This is an optimization exercise on Yosys and OpenROAD, whose aim is a short achievable clock period and few clock cycles, not a production implementation. In this exercise RTL edits were held to simulation tests only and were not proved equivalent to the original. Power and IR drop assume default switching activity.

==> run a <==
==> flow/design.v (excerpt) <==
module riscv_core #(
  parameter rv_pkg::addr_t reset_pc = '0
) (
  input  logic          clk,
  input  logic          rst_n,
  output rv_pkg::addr_t imem_addr,
  output logic          imem_valid,
  input  rv_pkg::data_t imem_data,
  output logic          dmem_valid,
  output logic          dmem_we,
  output rv_pkg::addr_t dmem_addr,
  output rv_pkg::data_t dmem_wdata,
  input  logic          dmem_ready,
  input  rv_pkg::data_t dmem_rdata,
  output logic          halted
);
==> flow/config.mk <==
export PLATFORM = sky130hd
export DESIGN_NAME = riscv_core
export DESIGN_NICKNAME = riscv_core
export VERILOG_FILES = /design/flow/design.v
export SDC_FILE = /design/flow/constraint.sdc
export NUM_CORES = 4
export LEC_CHECK = 0
export CAP_MARGIN = 20
export CORE_MARGIN = 2
export CORE_UTILIZATION = 48
export PLACE_DENSITY = 0.6
export SETUP_SLACK_MARGIN = 3.0
export SLEW_MARGIN = 20
export SYNTH_HIERARCHICAL = 1
export SYNTH_MINIMUM_KEEP_SIZE = 0
export TNS_END_PERCENT = 30
==> flow/constraint.sdc <==
create_clock -name core_clock -period 5.5 [get_ports {clk}]
set_input_delay 1.1000 -clock core_clock [delete_from_list [all_inputs] [get_ports {clk}]]
set_output_delay 1.1000 -clock core_clock [all_outputs]
set_load 0.01 [all_outputs]
standard.sh (not shown) runs the stock make flow with config.mk's settings and CLKGATE_MAP_FILE= SYNTH_SCRIPT=/design/flow/synth_recipe.tcl, a recipe that flattens the netlist after the stock synthesis.
==> flow/flow/run.sh <==
#!/bin/bash
# The standard layout (standard.sh), with two changes to how it is made:
#  - synthesis maps the logic with ABC's delay-oriented 'map' command
#    (flow/abc_speed.script) instead of the default &nf script; registers are
#    mapped exactly as in the standard synthesis (dfflibmap runs before ABC);
#  - port buffers are sky130_fd_sc_hd__buf_4 instead of the delay cell
#    buffer_ports picks by default.
set -euo pipefail
W=$PWD
rm -rf "$W/scripts_own"
cp -r "$FLOW_HOME/scripts" "$W/scripts_own"
cp "$W/flow/abc_speed.script" "$W/scripts_own/abc_speed.script"
export SCRIPTS_DIR="$W/scripts_own"
export BUFFER_PORTS_ARGS="-buffer_cell sky130_fd_sc_hd__buf_4"
bash standard.sh synth > "$W/synth.log" 2>&1
bash standard.sh > "$W/layout.log" 2>&1
==> flow/flow/abc_speed.script <==
strash
dch
map -B 0.9
topo
buffer -c
topo
upsize -c
dnsize -c
==> run b (differences from run a) <==
--- a/flow/design.v
+++ b/flow/design.v
@@ -92,16 +92,33 @@
 );
   always_comb begin
     if (r == 5'd0)                 v = 32'd0;
     else if (wb_we && wb_rd == r)  v = wb_res;
     else if (ld_wr && ld_rd == r)  v = ld_data;
     else                           v = rf[32*r +: 32];
   end
 endmodule
+module rf_we_copy (
+  input  logic        clk,
+  input  logic        rst_n,
+  input  logic [31:0] wb_d,
+  input  logic        ld_upd,
+  input  logic [31:0] ld_d,
+  output logic [31:0] wb_q,
+  output logic [31:0] ld_q
+);
+  always_ff @(posedge clk or negedge rst_n) begin
+    if (!rst_n) wb_q <= '0;
+    else        wb_q <= wb_d;
+  end
+  always_ff @(posedge clk) begin
+    if (ld_upd) ld_q <= ld_d;
+  end
+endmodule
 module ks_pg #(
   parameter int W = 32
 ) (
   input  logic [W-1:0] a,
   input  logic [W-1:0] b,
   output logic [W-1:0] g,
   output logic [W-1:0] t
 );
@@ -156,16 +173,36 @@
   input  logic         cin,
   output logic [W-1:0] sum
 );
   logic [W-1:0] g, t, c;
   ks_pg  #(.W(W)) pg_i  (.a(a), .b(b), .g(g), .t(t));
   ks_pfx #(.W(W)) pfx_i (.g0(g), .t0(t), .cin(cin), .c(c));
   ks_sum #(.W(W)) sum_i (.g(g), .t(t), .c(c), .sum(sum));
 endmodule
+module head_match (
+  input  logic [4:0] r,
+  input  logic       place0,
+  input  logic       deq,
+  input  logic       ex_load,
+  input  logic [4:0] ex_rd,
+  input  logic       qv1,
+  input  logic       qwe1,
+  input  logic [4:0] qrd1,
+  input  logic       qv0,
+  input  logic       qwe0,
+  input  logic [4:0] qrd0,
+  output logic       h
+);
+  always_comb begin
+    if (place0)    h = ex_load & (ex_rd == r);
+    else if (deq)  h = qv1 & ~qwe1 & (qrd1 == r);
+    else           h = qv0 & ~qwe0 & (qrd0 == r);
+  end
+endmodule
 module riscv_core #(
   parameter rv_pkg::addr_t reset_pc = '0
 ) (
   input  logic          clk,
   input  logic          rst_n,
   output rv_pkg::addr_t imem_addr,
   output logic          imem_valid,
   input  rv_pkg::data_t imem_data,
@@ -210,16 +247,18 @@
   logic [1:0]  bc [1<<BH];
   logic        qv    [QN];
   logic        qwe   [QN];
   logic [31:0] qaddr [QN];
   logic [31:0] qdata [QN];
   logic [4:0]  qrd   [QN];
   logic        halt_pend;
   logic        deq, enq, ld_wr;
+  logic        cv [QN];
+  logic        place [QN];
   logic [31:0] sum, diff, ex_res;
   logic        slt, eq, taken, mispredict, ex_mem, flush;
   ks_add #(.W(32)) add_i (.a(ex_a), .b(ex_b),  .cin(1'b0), .sum(sum));
   logic [31:0] ndiff;
   ks_add #(.W(32)) sub_i (.a(~ex_a), .b(ex_b), .cin(1'b0), .sum(ndiff));
   assign diff = ~ndiff;
   assign slt  = (ex_a[31] != ex_b[31]) ? ex_a[31] : diff[31];
   logic [31:0] lres;
@@ -298,19 +337,44 @@
   end
   always_ff @(posedge clk or negedge rst_n) begin
     if (!rst_n) lp <= '0;
     else        lp <= lp_next;
   end
   assign exl1  = ex_ldw & (ex_rd == rs1);
   assign exl2  = ex_ldw & (ex_rd == rs2);
   assign exld  = ex_ldw & (ex_rd == rd);
-  assign head1 = qv[0] & ~qwe[0] & (qrd[0] == rs1) & (rs1 != 5'd0);
-  assign head2 = qv[0] & ~qwe[0] & (qrd[0] == rs2) & (rs2 != 5'd0);
-  assign headd = qv[0] & ~qwe[0] & (qrd[0] == rd);
+  logic       id_h1, id_h2, id_hd;
+  assign head1 = id_h1;
+  assign head2 = id_h2;
+  assign headd = id_hd;
+  logic hn_f1, hn_f2, hn_fd, hn_h1, hn_h2, hn_hd;
+  head_match hm_f1_i (.r(f_insn[19:15]), .place0(place[0]), .deq(deq), .ex_load(ex_load), .ex_rd(ex_rd),
+                      .qv1(qv[1]), .qwe1(qwe[1]), .qrd1(qrd[1]), .qv0(qv[0]), .qwe0(qwe[0]), .qrd0(qrd[0]), .h(hn_f1));
+  head_match hm_f2_i (.r(f_insn[24:20]), .place0(place[0]), .deq(deq), .ex_load(ex_load), .ex_rd(ex_rd),
+                      .qv1(qv[1]), .qwe1(qwe[1]), .qrd1(qrd[1]), .qv0(qv[0]), .qwe0(qwe[0]), .qrd0(qrd[0]), .h(hn_f2));
+  head_match hm_fd_i (.r(f_insn[11:7]), .place0(place[0]), .deq(deq), .ex_load(ex_load), .ex_rd(ex_rd),
+                      .qv1(qv[1]), .qwe1(qwe[1]), .qrd1(qrd[1]), .qv0(qv[0]), .qwe0(qwe[0]), .qrd0(qrd[0]), .h(hn_fd));
+  head_match hm_h1_i (.r(rs1), .place0(place[0]), .deq(deq), .ex_load(ex_load), .ex_rd(ex_rd),
+                      .qv1(qv[1]), .qwe1(qwe[1]), .qrd1(qrd[1]), .qv0(qv[0]), .qwe0(qwe[0]), .qrd0(qrd[0]), .h(hn_h1));
+  head_match hm_h2_i (.r(rs2), .place0(place[0]), .deq(deq), .ex_load(ex_load), .ex_rd(ex_rd),
+                      .qv1(qv[1]), .qwe1(qwe[1]), .qrd1(qrd[1]), .qv0(qv[0]), .qwe0(qwe[0]), .qrd0(qrd[0]), .h(hn_h2));
+  head_match hm_hd_i (.r(rd), .place0(place[0]), .deq(deq), .ex_load(ex_load), .ex_rd(ex_rd),
+                      .qv1(qv[1]), .qwe1(qwe[1]), .qrd1(qrd[1]), .qv0(qv[0]), .qwe0(qwe[0]), .qrd0(qrd[0]), .h(hn_hd));
+  always_ff @(posedge clk) begin
+    if (stall_id) begin
+      id_h1 <= hn_h1 & (rs1 != 5'd0);
+      id_h2 <= hn_h2 & (rs2 != 5'd0);
+      id_hd <= hn_hd;
+    end else begin
+      id_h1 <= hn_f1 & (f_insn[19:15] != 5'd0);
+      id_h2 <= hn_f2 & (f_insn[24:20] != 5'd0);
+      id_hd <= hn_fd;
+    end
+  end
   assign ld_byp1 = head1 & dmem_ready;
   assign ld_byp2 = head2 & dmem_ready;
   assign haz = id_valid & ((use1 & (exl1 | (id_p1 & ~ld_byp1))) |
                            (use2 & (exl2 | (id_p2 & ~ld_byp2))) |
                            (d_writes & (exld | (id_pd & ~(headd & dmem_ready)))));
   logic q_room;
   assign q_room   = ~qv[QN-1] & ~(qv[QN-2] & ex_valid & ex_mem);
   assign stall_id = haz | (id_valid & (d_load | d_store) & ~q_room);
@@ -483,18 +547,16 @@
         bv[i] <= 1'b0;
         bc[i] <= 2'b00;
       end
     end else if (bu_valid) begin
       bv[bu_idx] <= 1'b1;
       bc[bu_idx] <= bu_bc;
     end
   end
-  logic cv [QN];
-  logic place [QN];
   assign deq = qv[0] & dmem_ready;
   assign enq = ex_valid & ex_mem;
   always_comb begin
     for (int i = 0; i < QN; i++) begin
       if (i == QN - 1) cv[i] = deq ? 1'b0 : qv[i];
       else             cv[i] = deq ? qv[i+1] : qv[i];
     end
     for (int i = 0; i < QN; i++) begin
@@ -528,38 +590,38 @@
     .clk(clk), .rst_n(rst_n),
     .v_d(cv[0] | place[0]),
     .we_load(place[0] | deq), .we_d(place[0] ? ex_store : qwe[1]),
     .v_q(dmem_valid), .we_q(dmem_we)
   );
   assign dmem_addr  = qaddr[0];
   assign dmem_wdata = qdata[0];
   assign ld_wr = deq & ~qwe[0];
-  logic [31:0] wb_oh, ld_oh;
-  always_ff @(posedge clk or negedge rst_n) begin
-    if (!rst_n) begin
-      wb_oh <= '0;
-    end else begin
-      for (int i = 0; i < 32; i++) wb_oh[i] <= ex_valid & ex_we & (ex_rd == 5'(i));
-    end
-  end
-  always_ff @(posedge clk) begin
-    if (place[0]) begin
-      for (int i = 0; i < 32; i++) ld_oh[i] <= ex_load & (ex_rd == 5'(i));
-    end else if (deq) begin
-      for (int i = 0; i < 32; i++) ld_oh[i] <= ~qwe[1] & (qrd[1] == 5'(i));
+  logic [31:0] wb_dec, ld_dec, wb_lo, ld_lo, wb_hi, ld_hi;
+  logic        ld_upd;
+  always_comb begin
+    for (int i = 0; i < 32; i++) begin
+      wb_dec[i] = ex_valid & ex_we & (ex_rd == 5'(i));
+      ld_dec[i] = place[0] ? (ex_load & (ex_rd == 5'(i))) : (~qwe[1] & (qrd[1] == 5'(i)));
     end
   end
+  assign ld_upd = place[0] | deq;
+  rf_we_copy we_lo_i (.clk(clk), .rst_n(rst_n), .wb_d(wb_dec), .ld_upd(ld_upd), .ld_d(ld_dec),
+                      .wb_q(wb_lo), .ld_q(ld_lo));
+  rf_we_copy we_hi_i (.clk(clk), .rst_n(rst_n), .wb_d(wb_dec), .ld_upd(ld_upd), .ld_d(ld_dec),
+                      .wb_q(wb_hi), .ld_q(ld_hi));
   always_ff @(posedge clk or negedge rst_n) begin
     if (!rst_n) begin
       for (int i = 0; i < 32; i++) rf[i] <= 32'd0;
     end else begin
       for (int i = 1; i < 32; i++) begin
-        if (wb_oh[i])              rf[i] <= wb_res;
-        else if (deq && ld_oh[i])  rf[i] <= dmem_rdata;
+        if (wb_lo[i])              rf[i][15:0] <= wb_res[15:0];
+        else if (deq && ld_lo[i])  rf[i][15:0] <= dmem_rdata[15:0];
+        if (wb_hi[i])              rf[i][31:16] <= wb_res[31:16];
+        else if (deq && ld_hi[i])  rf[i][31:16] <= dmem_rdata[31:16];
       end
     end
   end
   logic halt_now;
   assign halt_now = halt_pend | (ex_valid & ex_halt);
   always_ff @(posedge clk or negedge rst_n) begin
     if (!rst_n) begin
       halt_pend <= 1'b0;
==> run notes <==
Against run a, the clock skew of run b is higher by 0.025 ns.
Between run a and run b, the lower synthesized cell count is in run a (gap about 2.6%, measured against run b).
Of run b and run a, run b has the higher fmax (gap 3.4%, measured against run a).
In run a the cell area is lower than in run b, by about 3.7%.
Between run a and run b, the lower total power is in run a (gap 13%, measured against run b).
Clock-buffer cell count: run a is higher than run b (30).
Between run b and run a, the lower via count is in run a (gap 3.0%, measured against run a).
Combinational power: run b is higher than run a (about 24%).
In run a the sequential share of layout area is higher than in run b, by 0.062 points.
Testbench counts of run a, summed over its fixed seeds: cycles 21,875.
Testbench counts of run b, summed over its fixed seeds: cycles 21,875.

[separate check: timing with driven ports]
Ports are ideal in the flow. The routed layouts listed here were re-timed in OpenROAD. Step 1: set_driving_cell puts a clkbuf_16 on clk and a buf_2 on each other input, an assumption about the parent block. Step 2 also shifts input and output timing later by t, the mid clock arrival at the registers, as if the neighbouring blocks saw the same clock. Slacks: ideal / step 1 / step 2; pairs: ideal / step 1.
run | t (ns) | slack for setup (ns) | clock arrival spread, ns | worst slew at a driven data input, ns
run a | 0.994 | 2.329 / 2.329 / 1.410 | 0.055 / 0.055 | 0.37
run b | 1.048 | 2.432 / 2.425 / 1.377 | 0.076 / 0.075 | 0.42
After both steps every run listed still meets setup and hold. The setup slack of run b, which loses most, moves by -0.007 ns with the drivers and by -1.055 ns with both steps.
